Background: an optimization exercise with open tools, aiming at small area. Do not read the settings as production practice.
In this exercise RTL edits were held to simulation tests only and were not proved equivalent to the original.
Power figures rest on the tool's default switching activity, not on a simulated workload. The clock port is modelled as an ideal driver; clocking choices that lean on that would not hold on a real chip.

// i2c_reg_ctrl
module i2c_reg_ctrl (
  input  logic       CLK,
  input  logic       Reset,
  input  logic       AddrMatch,
  input  logic       RW,
  input  logic       RxValid,
  input  logic [7:0] RxData,
  input  logic       RdReq,
  input  logic       StopDet,
  output logic [7:0] TxData,
  output logic       TxValid,
  output logic       TransmitPulse,
  output logic [7:0] TransmitCmd,
  output logic       Busy,
  output logic [7:0] Pointer
);
Size: roughly 4,100 cells after synthesis, roughly 42 I/O pins, about 37,000 um^2 of cells after synthesis.
Settings: LEC_CHECK=0, CAP_MARGIN=20, CORE_MARGIN=2, CORE_UTILIZATION=40, SLEW_MARGIN=20; clock period 10.0 ns.
standard.sh (not shown) runs the stock make flow with config.mk's settings and CLKGATE_MAP_FILE= SYNTH_SCRIPT=/design/flow/synth_recipe.tcl, a recipe that flattens the netlist after the stock synthesis.
==> flow/flow/run.sh <==
#!/bin/bash
# Standard ORFS layout with two changes:
#  * synthesis maps with an area-oriented ABC script (see synth_area.tcl);
#  * CTS uses clkbuf_16 with larger sink clusters and no dummy loads;
#  * ports are buffered with buf_1.
set -euo pipefail
export FLOW_WORK=$(pwd)
export AREA_ABC_SCRIPT=$FLOW_WORK/flow/area.abc
CTS="-sink_clustering_enable -repair_clock_nets -dont_use_dummy_load"
CTS="$CTS -buf_list sky130_fd_sc_hd__clkbuf_16 -sink_clustering_size 24 -sink_clustering_max_diameter 70"
bash standard.sh SYNTH_SCRIPT=$FLOW_WORK/flow/synth_area.tcl synth > synth.log 2>&1
bash standard.sh SYNTH_SCRIPT=$FLOW_WORK/flow/synth_area.tcl "CTS_ARGS=$CTS" "BUFFER_PORTS_ARGS=-buffer_cell sky130_fd_sc_hd__buf_1" finish > layout.log 2>&1
==> flow/flow/area.abc <==
&get -n
&st
&dch
&nf -R 1000
&put
==> flow/flow/synth_area.tcl <==
# The standard flow's synthesis script, with only the ABC mapping script replaced by an
# area-oriented one (no delay target, no buffering or sizing in ABC).
# Flip-flop mapping, flattening and renaming are synth_recipe.tcl's own.
proc abc {args} {
  set i [lsearch -exact $args -script]
  if {$i >= 0} {
    set args [lreplace $args [expr {$i + 1}] [expr {$i + 1}] $::env(AREA_ABC_SCRIPT)]
  }
  yosys abc {*}$args
}
source $::env(FLOW_WORK)/synth_recipe.tcl
The baseline finished clean.
Change:
--- a/flow/flow/run.sh
+++ b/flow/flow/run.sh
@@ -8,5 +8,5 @@
 export AREA_ABC_SCRIPT=$FLOW_WORK/flow/area.abc
 CTS="-sink_clustering_enable -repair_clock_nets -dont_use_dummy_load"
-CTS="$CTS -buf_list sky130_fd_sc_hd__clkbuf_16 -sink_clustering_size 24 -sink_clustering_max_diameter 70"
+CTS="$CTS -buf_list sky130_fd_sc_hd__clkbuf_16 -sink_clustering_size 30 -sink_clustering_max_diameter 80"
 bash standard.sh SYNTH_SCRIPT=$FLOW_WORK/flow/synth_area.tcl synth > synth.log 2>&1
 bash standard.sh SYNTH_SCRIPT=$FLOW_WORK/flow/synth_area.tcl "CTS_ARGS=$CTS" "BUFFER_PORTS_ARGS=-buffer_cell sky130_fd_sc_hd__buf_1" finish > layout.log 2>&1
Settings changed: CAP_MARGIN 20 to 10, CORE_UTILIZATION 40 to 58, SLEW_MARGIN 20 to 10.
Effect: The changed run completed without violations. Power went down by 2.2%. Global-route usage went up by 14 points. Critical path depth is unchanged. Die area drops by 31%. Design area falls by 2.1%. Synthesized area does not change. Clock power is lower by 8.9%. Sequential cell count is unchanged. Maximum frequency shrinks by 4.6%.
Change:
--- a/flow/flow/run.sh
+++ b/flow/flow/run.sh
@@ -1,4 +1,4 @@
 #!/bin/bash
-# Standard ORFS layout with two changes:
+# Standard ORFS layout with these changes:
 #  * synthesis maps with an area-oriented ABC script (see synth_area.tcl);
 #  * CTS uses clkbuf_16 with larger sink clusters and no dummy loads;
==> flow/flow/area.abc (replaced) <==
&get -n
&st
&dch -x
&nf -R 1000
&put
Settings changed: CAP_MARGIN 10 to 20, CORE_UTILIZATION 58 to 66, SLEW_MARGIN 10 to 20.
Effect: With this change the flow completed, yet does not pass: antenna violations. Synthesized cell count barely changes. First-iteration DRC count went up by roughly a tenth. Total power fell slightly. Global-route usage grows by 4.6 points. Sequential power stays flat.
Change:
==> flow/flow/run.sh (replaced) <==
#!/bin/bash
# Standard ORFS layout with two changes:
#  * synthesis maps with an area-oriented ABC script (see synth_area.tcl);
#  * CTS uses clkbuf_8 with larger sink clusters and no dummy loads.
set -euo pipefail
export FLOW_WORK=$(pwd)
export AREA_ABC_SCRIPT=$FLOW_WORK/flow/area.abc
CTS="-sink_clustering_enable -repair_clock_nets -dont_use_dummy_load"
CTS="$CTS -buf_list sky130_fd_sc_hd__clkbuf_16 -sink_clustering_size 30 -sink_clustering_max_diameter 80"
bash standard.sh SYNTH_SCRIPT=$FLOW_WORK/flow/synth_area.tcl synth > synth.log 2>&1
bash standard.sh SYNTH_SCRIPT=$FLOW_WORK/flow/synth_area.tcl "CTS_ARGS=$CTS" finish > layout.log 2>&1
==> flow/flow/area.abc (replaced) <==
&get -n
&st
&dch
&nf -R 1000
&put
Settings changed: CORE_UTILIZATION 66 to 40.
- This time the run went through all stages and came out clean
- power came out higher by a few percent
- critical path depth came out lower by 1
- core utilization went down by 28 points
- clock power goes up by a few percent
- die area grows by well over a third
- cell count went up by a little under a tenth
Change:
==> flow/flow/run.sh (replaced) <==
#!/bin/bash
# Standard ORFS layout with two changes:
#  * synthesis maps with an area-oriented ABC script (see synth_area.tcl);
#  * CTS uses clkbuf_16 with larger sink clusters and no dummy loads;
#  * ports are buffered with buf_1.
set -euo pipefail
export FLOW_WORK=$(pwd)
export AREA_ABC_SCRIPT=$FLOW_WORK/flow/area.abc
CTS="-sink_clustering_enable -repair_clock_nets -dont_use_dummy_load"
CTS="$CTS -buf_list sky130_fd_sc_hd__clkbuf_16 -sink_clustering_size 24 -sink_clustering_max_diameter 70"
bash standard.sh SYNTH_SCRIPT=$FLOW_WORK/flow/synth_area.tcl synth > synth.log 2>&1
bash standard.sh SYNTH_SCRIPT=$FLOW_WORK/flow/synth_area.tcl "CTS_ARGS=$CTS" "BUFFER_PORTS_ARGS=-buffer_cell sky130_fd_sc_hd__buf_1" finish > layout.log 2>&1
Settings changed: CAP_MARGIN 20 to 5, CORE_UTILIZATION 40 to 50, SLEW_MARGIN 20 to 5.
Result:
- The changed run ran to the end with no violations
- area after synthesis stays the same
- final cell count is lower by 3.6%
- sequential cell count is unchanged
- first-iteration DRC count goes down by 7.4%
- utilization went up by 11 points
- critical path depth is higher by 1

static timing again, ports no longer ideal:
The flow's constraints put no driver on any port. The routed layouts listed below were extracted and timed again, unchanged, in two steps. Step 1, drivers: a clkbuf_16 drives CLK and a buf_2 each remaining input, both assumed. Step 2, shift: input delay + t, output delay - t, t = (earliest + latest rising clock arrival at the registers) / 2. This alone moves slack from input paths to output paths. a / b / c = ideal / step 1 / step 2; a / b = the first two.
| run | t, ns | setup WS [ns] | slew at the worst register clock pin (ns) |
|---|---|---|---|
| the first run | 0.714 | 5.086 / 5.086 / 4.579 | 0.10 / 0.10 |
| the second run | 0.710 | 4.850 / 4.850 / 4.550 | 0.12 / 0.12 |
| the third run | 0.697 | 5.123 / 5.123 / 4.788 | 0.12 / 0.12 |
| the fourth run | 0.695 | 4.960 / 5.004 / 4.309 | 0.12 / 0.12 |
| the fifth run | 0.725 | 4.819 / 4.819 / 4.796 | 0.11 / 0.11 |
For the fourth run, which loses most, drivers alone change the setup slack by +0.044 ns; drivers and shift together by -0.651 ns.
